Background: an optimization exercise with open tools, aiming at small area, a short achievable clock period and few clock cycles per item. Do not read the settings as production practice. In this exercise RTL edits were held to simulation tests only and were not proved equivalent to the original. Power figures rest on the tool's default switching activity, not on a simulated workload.

--- design/flow/config.mk ---
export PLATFORM = sky130hd
export DESIGN_NAME = foveated_shading_rate_classifier_top
export DESIGN_NICKNAME = foveated_shading_rate_classifier_top
export VERILOG_FILES = /design/flow/design.v
export SDC_FILE = /design/flow/constraint.sdc
export NUM_CORES = 4
export LEC_CHECK = 0
export CAP_MARGIN = 20
export CORE_MARGIN = 2
export CORE_UTILIZATION = 40
export SLEW_MARGIN = 20
--- design/flow/constraint.sdc ---
create_clock -name core_clock -period 7.5 [get_ports {clk}]
set_input_delay 1.5000 -clock core_clock [delete_from_list [all_inputs] [get_ports {clk}]]
set_output_delay 1.5000 -clock core_clock [all_outputs]
set_load 0.01 [all_outputs]
--- design/flow/design.v ---
package fsrc_pkg;
  localparam int TILE_W   = 12;
  localparam int CTR_W    = 16;
  localparam int MAG_W    = 16;
  localparam int INV_W    = 32;
  localparam int PROD_W   = MAG_W + INV_W;
  localparam int E_W      = 19;
  localparam int SQP_W    = 2 * E_W;
  localparam int SQ_W     = 21;
  localparam int THR_W    = 17;
  localparam int CLS_W    = 2;
  localparam int CFG_IDX_W = 3;
  localparam int CFG_DATA_W = 32;
  localparam logic [PROD_W-1:0] E_RND   = PROD_W'(2048);
  localparam logic [E_W-1:0]    E_CAP   = E_W'(1 << 18);
  localparam logic [SQP_W-1:0]  SQ_RND  = SQP_W'(32768);
  localparam logic [THR_W-1:0]  SUM_MAX = THR_W'(131071);
  localparam logic [THR_W-1:0]  ONE_Q16 = THR_W'(65536);
  localparam logic [TILE_W-1:0] RST_HALF_WIDTH = TILE_W'(1024);
  localparam logic [INV_W-1:0]  RST_INV_SCALE  = INV_W'(16777216);
  localparam logic [THR_W-1:0]  RST_INNER_SQ   = THR_W'(16384);
  localparam logic [THR_W-1:0]  RST_MID_SQ     = THR_W'(36864);
  typedef enum logic [CFG_IDX_W-1:0] {
    CFG_HALF_WIDTH   = 3'd0,
    CFG_LEFT_CENTER  = 3'd1,
    CFG_RIGHT_CENTER = 3'd2,
    CFG_INV_SCALE_X  = 3'd3,
    CFG_INV_SCALE_Y  = 3'd4,
    CFG_INNER_SQ     = 3'd5,
    CFG_MID_SQ       = 3'd6
  } cfg_reg_t;
  typedef enum logic [CLS_W-1:0] {
    RATE_FULL   = 2'd0,
    RATE_1X2    = 2'd1,
    RATE_2X2    = 2'd2,
    RATE_4X4    = 2'd3
  } rate_t;
  typedef struct packed {
    logic mul;
    logic rnd;
    logic sqr;
  } fsrc_en_t;
endpackage
module fsrc_axis (
  input  logic                           clk,
  input  fsrc_pkg::fsrc_en_t             en,
  input  logic [fsrc_pkg::MAG_W-1:0]     mag,
  input  logic [fsrc_pkg::INV_W-1:0]     inv,
  output logic [fsrc_pkg::SQ_W-1:0]      sq
);
  logic [fsrc_pkg::PROD_W-1:0] prod_r, prod_nxt;
  logic [fsrc_pkg::E_W-1:0]    e_r, e_nxt;
  logic [fsrc_pkg::SQ_W-1:0]   sq_r, sq_nxt;
  logic [fsrc_pkg::PROD_W-1:0] rnd_sum;
  logic [fsrc_pkg::PROD_W-13:0] e_full;
  logic [fsrc_pkg::SQP_W-1:0]  sq_full;
  always_comb begin
    prod_nxt = fsrc_pkg::PROD_W'(mag) * fsrc_pkg::PROD_W'(inv);
    rnd_sum  = prod_r + fsrc_pkg::E_RND;
    e_full   = rnd_sum[fsrc_pkg::PROD_W-1:12];
    if (e_full > (fsrc_pkg::PROD_W-12)'(fsrc_pkg::E_CAP)) begin
      e_nxt = fsrc_pkg::E_CAP;
    end else begin
      e_nxt = e_full[fsrc_pkg::E_W-1:0];
    end
    sq_full = fsrc_pkg::SQP_W'(e_r) * fsrc_pkg::SQP_W'(e_r) + fsrc_pkg::SQ_RND;
    sq_nxt  = sq_full[fsrc_pkg::SQ_W+15:16];
  end
  always_ff @(posedge clk) begin
    if (en.mul) begin
      prod_r <= prod_nxt;
    end
    if (en.rnd) begin
      e_r <= e_nxt;
    end
    if (en.sqr) begin
      sq_r <= sq_nxt;
    end
  end
  assign sq = sq_r;
endmodule
module foveated_shading_rate_classifier_top #(
  parameter int COORD_BITS = 12
) (
  input  logic                                 clk,
  input  logic                                 rst_n,
  input  logic                                 in_tvalid,
  output logic                                 in_tready,
  input  logic [23:0]                          in_tdata,    
  output logic                                 out_tvalid,
  input  logic                                 out_tready,
  output logic [7:0]                           out_tdata,   
  input  logic                                 cfg_we,
  input  logic [fsrc_pkg::CFG_IDX_W-1:0]       cfg_index,
  input  logic [fsrc_pkg::CFG_DATA_W-1:0]      cfg_wdata
);
  localparam int TW = fsrc_pkg::TILE_W;
  localparam int NST = 6;
  localparam logic [TW-1:0] TILE_MASK =
    (COORD_BITS >= TW) ? {TW{1'b1}} : TW'((1 << COORD_BITS) - 1);
  logic [TW-1:0]                   half_width_r;
  logic [fsrc_pkg::INV_W-1:0]      left_center_r, right_center_r;
  logic [fsrc_pkg::INV_W-1:0]      inv_scale_x_r, inv_scale_y_r;
  logic [fsrc_pkg::THR_W-1:0]      inner_sq_r, mid_sq_r;
  always_ff @(posedge clk) begin
    if (!rst_n) begin
      half_width_r   <= fsrc_pkg::RST_HALF_WIDTH;
      left_center_r  <= '0;
      right_center_r <= '0;
      inv_scale_x_r  <= fsrc_pkg::RST_INV_SCALE;
      inv_scale_y_r  <= fsrc_pkg::RST_INV_SCALE;
      inner_sq_r     <= fsrc_pkg::RST_INNER_SQ;
      mid_sq_r       <= fsrc_pkg::RST_MID_SQ;
    end else if (cfg_we) begin
      case (cfg_index)
        fsrc_pkg::CFG_HALF_WIDTH:   half_width_r   <= cfg_wdata[TW-1:0];
        fsrc_pkg::CFG_LEFT_CENTER:  left_center_r  <= cfg_wdata;
        fsrc_pkg::CFG_RIGHT_CENTER: right_center_r <= cfg_wdata;
        fsrc_pkg::CFG_INV_SCALE_X:  inv_scale_x_r  <= cfg_wdata;
        fsrc_pkg::CFG_INV_SCALE_Y:  inv_scale_y_r  <= cfg_wdata;
        fsrc_pkg::CFG_INNER_SQ:     inner_sq_r     <= cfg_wdata[fsrc_pkg::THR_W-1:0];
        fsrc_pkg::CFG_MID_SQ:       mid_sq_r       <= cfg_wdata[fsrc_pkg::THR_W-1:0];
        default: ;
      endcase
    end
  end
  logic [NST:1] v_r, v_nxt;
  logic [NST:1] en;
  always_comb begin
    en[NST] = !v_r[NST] || out_tready;
    for (int k = NST - 1; k >= 1; k--) begin
      en[k] = !v_r[k] || en[k+1];
    end
    v_nxt = v_r;
    if (en[1]) begin
      v_nxt[1] = in_tvalid;
    end
    for (int k = 2; k <= NST; k++) begin
      if (en[k]) begin
        v_nxt[k] = v_r[k-1];
      end
    end
  end
  always_ff @(posedge clk) begin
    if (!rst_n) begin
      v_r <= '0;
    end else begin
      v_r <= v_nxt;
    end
  end
  assign in_tready = en[1];
  logic [TW-1:0]                tx, ty;
  logic [fsrc_pkg::INV_W-1:0]   centre;
  logic signed [fsrc_pkg::CTR_W:0] dx, dy;
  logic [fsrc_pkg::CTR_W:0]     ax, ay;
  logic [fsrc_pkg::MAG_W-1:0]   magx_r, magx_nxt, magy_r, magy_nxt;
  always_comb begin
    tx     = in_tdata[TW-1:0] & TILE_MASK;
    ty     = in_tdata[2*TW-1:TW] & TILE_MASK;
    centre = (tx < half_width_r) ? left_center_r : right_center_r;
    dx     = $signed({1'b0, tx, 4'b0000}) - $signed({1'b0, centre[15:0]});
    dy     = $signed({1'b0, ty, 4'b0000}) - $signed({1'b0, centre[31:16]});
    ax     = dx[fsrc_pkg::CTR_W] ? (~dx + (fsrc_pkg::CTR_W+1)'(1)) : dx;
    ay     = dy[fsrc_pkg::CTR_W] ? (~dy + (fsrc_pkg::CTR_W+1)'(1)) : dy;
    magx_nxt = ax[fsrc_pkg::MAG_W-1:0];
    magy_nxt = ay[fsrc_pkg::MAG_W-1:0];
  end
  always_ff @(posedge clk) begin
    if (en[1]) begin
      magx_r <= magx_nxt;
      magy_r <= magy_nxt;
    end
  end
  fsrc_pkg::fsrc_en_t         axis_en;
  logic [fsrc_pkg::SQ_W-1:0]  sqx, sqy;
  assign axis_en.mul = en[2];
  assign axis_en.rnd = en[3];
  assign axis_en.sqr = en[4];
  fsrc_axis u_axis_x (
    .clk (clk),
    .en  (axis_en),
    .mag (magx_r),
    .inv (inv_scale_x_r),
    .sq  (sqx)
  );
  fsrc_axis u_axis_y (
    .clk (clk),
    .en  (axis_en),
    .mag (magy_r),
    .inv (inv_scale_y_r),
    .sq  (sqy)
  );
  logic [fsrc_pkg::SQ_W+2:0]  raw_s, raw_a, raw_b;
  logic [fsrc_pkg::THR_W-1:0] sum_r, sum_nxt, a_r, a_nxt, b_r, b_nxt;
  function automatic logic [fsrc_pkg::THR_W-1:0] sat17(input logic [fsrc_pkg::SQ_W+2:0] v);
    sat17 = (v > (fsrc_pkg::SQ_W+3)'(fsrc_pkg::SUM_MAX)) ? fsrc_pkg::SUM_MAX
                                                        : v[fsrc_pkg::THR_W-1:0];
  endfunction
  always_comb begin
    raw_s   = (fsrc_pkg::SQ_W+3)'(sqx) + (fsrc_pkg::SQ_W+3)'(sqy);
    raw_a   = (fsrc_pkg::SQ_W+3)'(sqx) + (fsrc_pkg::SQ_W+3)'({sqy, 2'b00});
    raw_b   = (fsrc_pkg::SQ_W+3)'({sqx, 2'b00}) + (fsrc_pkg::SQ_W+3)'(sqy);
    sum_nxt = sat17(raw_s);
    a_nxt   = sat17(raw_a);
    b_nxt   = sat17(raw_b);
  end
  always_ff @(posedge clk) begin
    if (en[5]) begin
      sum_r <= sum_nxt;
      a_r   <= a_nxt;
      b_r   <= b_nxt;
    end
  end
  fsrc_pkg::rate_t cls_r, cls_nxt;
  always_comb begin
    if (sum_r <= inner_sq_r) begin
      cls_nxt = (a_r > inner_sq_r && b_r > inner_sq_r) ? fsrc_pkg::RATE_1X2
                                                       : fsrc_pkg::RATE_FULL;
    end else if (sum_r <= mid_sq_r) begin
      cls_nxt = fsrc_pkg::RATE_1X2;
    end else if (sum_r <= fsrc_pkg::ONE_Q16) begin
      cls_nxt = fsrc_pkg::RATE_2X2;
    end else begin
      cls_nxt = fsrc_pkg::RATE_4X4;
    end
  end
  always_ff @(posedge clk) begin
    if (en[6]) begin
      cls_r <= cls_nxt;
    end
  end
  assign out_tvalid = v_r[NST];
  assign out_tdata  = {6'b000000, cls_r};
endmodule
--- design/flow/run.sh ---
#!/bin/bash
# synth_recipe.tcl (not shown) runs the flow's synth.tcl, then flattens the netlist and writes it again
# the make line also repeats each setting of config.mk as NAME=value (left out here)
make -C /OpenROAD-flow-scripts/flow DESIGN_CONFIG=/design/flow/config.mk WORK_HOME=/design/flow/orfs CLKGATE_MAP_FILE= SYNTH_SCRIPT=/design/flow/synth_recipe.tcl finish
==> results_dict.tcl <==
set metrics [dict create \
    yosys.area_share.simple_pct 16.3 \
    drive_above_1_share_pct 4.58 \
    clock-sinks 419 \
    worst_path_max_delay_cell "edfxtp_1" \
    die_h_um 432 \
    postRouteAntennaNets 0 \
    fp.dieW_um 432 \
    rows 157 \
    post_drt_wl_per_cell_um 18.4 \
    hold_slack_ns 0.461 \
    worst_path_most_repeated_cell "fa_1" \
    top_layer "met5" \
    setup_viol 0 \
    relSlewSlack_pct 30.9 \
    arrival_ns 7.56 \
    netlist_area_um2 73300 \
    placed_cells 10313 \
    worstMarginPinSlew_ns 1.03 \
    synth-warning-count 2 \
    worstSetupPathType "flop to flop" \
    vias_per_cell 5.06 \
    clock-skew-final_ns 0.0301 \
    layout_commonest_cell "inv_1" \
    dr.pass1.iters 7 \
    ios 74 \
    dp_hpwl_um 157000 \
    wirelength_um 191000 \
    period_share_pct 95.7 \
    clk_pin_slew_worst_paths_ns 0.06 \
    status "no timing/DRC/antenna violations" \
    leakage_nw 38.7 \
    multi_input_area_um2 55300 \
    place_congestion 0.906 \
    synth-edff-count 239 \
    wl_met1_um 85800 \
    grt_overflow_total 0 \
    cts-htree-levels 2 \
    fin_crit_ns 7.18 \
    crit_path_max_fanout 10 \
    cp-start-kind "flop" \
    cap_violations 0 \
    area_growth_syn_to_layout_pct 8.20 \
    coreArea_um2 182000 \
    final_cells 10420 \
    timing.final.max_slew_violations 0 \
    seq_area_um2 10800 \
    p_per_area_nw_per_um2 109 \
    antenna_found_initial 10 \
    dieArea_um2 187000 \
    synthArstFlopShare_pct 0 \
    finalHoldViolations 0 \
    vdd_drop_max_mv 0.185 \
    critPathMaxStageDelay_ns 0.79 \
    vias 52732 \
    drc 0 \
    end_kind "flop" \
    synth.avg_cell_area_um2 9.21 \
    timing.fmax_ghz 0.139 \
    fin_nets 10089 \
    synthAdderAreaFrac_pct 48.3 \
    track_usage_pct 20.9 \
    cts_buffers 52 \
    seq_area_frac_synth_pct 14.7 \
    clk_latency_ns 0.67 \
    synth-seq-cells 419 \
    grt_max_degree 97 \
    routed-wl-met2_um 88400 \
    initial_core_util_pct 40.2 \
    synthFlopType "edfxtp_1" \
    synth_xor_area_share_pct 2.98 \
    netlist_instances 7957 \
    hold_class "flop to flop" \
    crit_required_ns 7.88 \
    cts_tree "built" \
    synth_top_family_by_area "adder cells" \
    synth_cell_types 88 \
    final_cell_mix "inv_1 (1,622), fa_1 (1,333), nand2_1 (1,241), ha_1 (698), and2_1 (579)" \
    routed-wl-met3_um 11400 \
    grt_pass1_vias 56073 \
    synth-compound-area-share_pct 7.06 \
    grt_pass1_wl_um 307000 \
    clock-root-buffer "clkbuf_16" \
    port_buffers 67 \
    synth_mux_area_share_pct 0.671 \
    drt_iter0_drc 3398 \
    final.fill_count 17544 \
    clk_path_buf_depth 3 \
]
==> area by class of cell <==
| type | count | area share, % |
|---|---|---|
| timing repair buffer | 282 | 2.94 |
| antenna | 1 | 0.00316 |
| inverter | 1623 | 7.68 |
| clock buffer | 67 | 1.82 |
| tap | 2385 | 3.76 |
| clock inverter | 27 | 0.447 |
| sequential | 419 | 13.6 |
| multi-input combinational | 5616 | 69.7 |
==> stage by stage <==
step / setup TNS (ns) / total power, mW / area (um^2) / worst slack [ns] / util, %
2_1_floorplan: 0 / 4.89 / 73300 / 0.703 / -
3_3_place_gp: 0 / 5.86 / 77300 / 0.230 / 42.4
3_5_place_dp: 0 / 5.93 / 77300 / 0.160 / 42.4
4_1_cts: 0 / 8.66 / 79100 / 0.129 / 43.4
5_1_grt: -0.0156 / 9.18 / 79300 / -0.0156 / 43.4
6_report: 0 / 8.65 / 79300 / 0.321 / 43.4
==> registers in the layout (all words and copies together) (netlist names) <==
register         count
inv_scale_y_r       32
left_center_r       32
cls_r                2
u_axis_x.sq_r       21
b_r                 17
u_axis_y.sq_r       21
right_center_r      32
mid_sq_r            17
magx_r              16
inner_sq_r          17
a_r                 17
inv_scale_x_r       32
u_axis_x.prod_r     37
u_axis_y.e_r        19
magy_r              16
u_axis_y.prod_r     37
sum_r               17
u_axis_x.e_r        19
v_r                  6
half_width_r        12
==> repair_timing <==
| item | 4_1_cts | 5_1_grt |
|---|---|---|
| gates resized for setup | 0 | 9 |
| endpoints found under the setup margin | 0 | 17 |
| hold buffers | 0 | 0 |
| buffers inserted | 0 | 12 |
==> final timing paths <==
kind / from / cells past startpoint / to / slack [ns]
worst min register to register: v_r[3] / 1 / v_r[4] / 0.46
worst min-delay path: v_r[3] / 1 / v_r[4] / 0.46
worst max-delay path: magy_r[7] / 25 / u_axis_y.prod_r[43] / 0.32
worst max register to register: magy_r[7] / 25 / u_axis_y.prod_r[43] / 0.32
==> worst max-delay path: cells and delay by family, from the launching register on <==
family                     cells  cell delay [ns]
buffers and inverters          7             0.78
adders and majority gates      7             3.04
DFF                            1             0.79
and+or+nand+nor                5             0.56
AOI/OAI and AO/OA              6             1.70
==> cell usage after synthesis (8+ instances only) <==
cell type / n / share of area [%]
fa_1: 1333 / 36
nand2b_1: 62 / 0.53
inv_1: 1623 / 8.3
ha_1: 698 / 12
nor2b_1: 58 / 0.50
nor3_1: 61 / 0.42
mux2_2: 8 / 0.12
or2_2: 16 / 0.14
a31oi_1: 21 / 0.18
xnor2_1: 162 / 1.9
and4_1: 10 / 0.12
o21bai_1: 20 / 0.20
a21o_1: 82 / 0.84
mux2i_1: 39 / 0.53
nor4_1: 13 / 0.11
and3_1: 45 / 0.38
o2111ai_1: 8 / 0.096
xor2_1: 87 / 1.0
o31ai_1: 10 / 0.10
or3_1: 14 / 0.12
nor2_1: 249 / 1.3
and2_1: 579 / 4.9
nand4_1: 47 / 0.40
o22ai_1: 9 / 0.077
a211oi_1: 22 / 0.23
nand3_1: 90 / 0.61
nand3b_1: 8 / 0.082
a21boi_0: 172 / 1.8
edfxtp_1: 239 / 9.8
dfxtp_1: 180 / 4.9
nand2_1: 1243 / 6.4
clkbuf_1: 283 / 1.4
a21oi_1: 182 / 1.2
o21ai_0: 92 / 0.63
o211ai_1: 21 / 0.22
o21a_1: 49 / 0.50
==> per-layer routing <==
metal  GRT usage [%]  vias up
li1                -    24551
met1            28.9    26456
met2            34.2     1443
met3            3.02      272
met4            5.65       10
met5               0        -
==> report_power, final <==
part	switching [mW]	internal, mW	total (mW)	leakage [nW]
Sequential	0.309	2.69	3.00	4.05
Combinational	1.82	1.14	2.96	33.8
Clock	1.14	1.55	2.69	0.883
==> kinds of logic (layout without fill, tap and decap cells) <==
| family | after synthesis | in the layout |
|---|---|---|
| buf+inv | 1927 | 1999 |
| other cells | 1 | 7 |
| compound gates | 765 | 765 |
| mux | 48 | 48 |
| flops | 419 | 419 |
| xor+xnor | 249 | 249 |
| simple gates | 2517 | 2517 |
| fa+ha+maj | 2031 | 2031 |
Testbench counts, summed over its fixed seeds: cycles 16,432, items 16,384.

==> re-timing with driven ports <==
The flow's constraints put no driver on any port. The routed layout listed below was extracted and timed again, unchanged, in two steps. Step 1 (the two cells are an assumption about what drives the block):
set clk [get_ports {clk}]
set_driving_cell -lib_cell sky130_fd_sc_hd__clkbuf_16 $clk
set_driving_cell -lib_cell sky130_fd_sc_hd__buf_2 [delete_from_list [all_inputs] $clk]
Step 2 moves the port delays by t, midway between the first and last clock arrival at a register: inputs arrive t later, outputs are due t later. That takes back most of the time a late clock gives input paths. a / b / c = no drivers / after step 1 / after step 2; a / b = the first two.
t (ns): 0.732
slack for setup (ns): 0.321 / 0.321 / 0.321
latest minus earliest clock arrival (ns): 0.036 / 0.037
worst slew at a driven data input, ns: 0.08
pins driven straight from the clock port: 1
After both steps setup and hold are still met in this run. For this run, drivers alone change the setup slack by 0.000 ns; drivers and shift together by 0.000 ns.
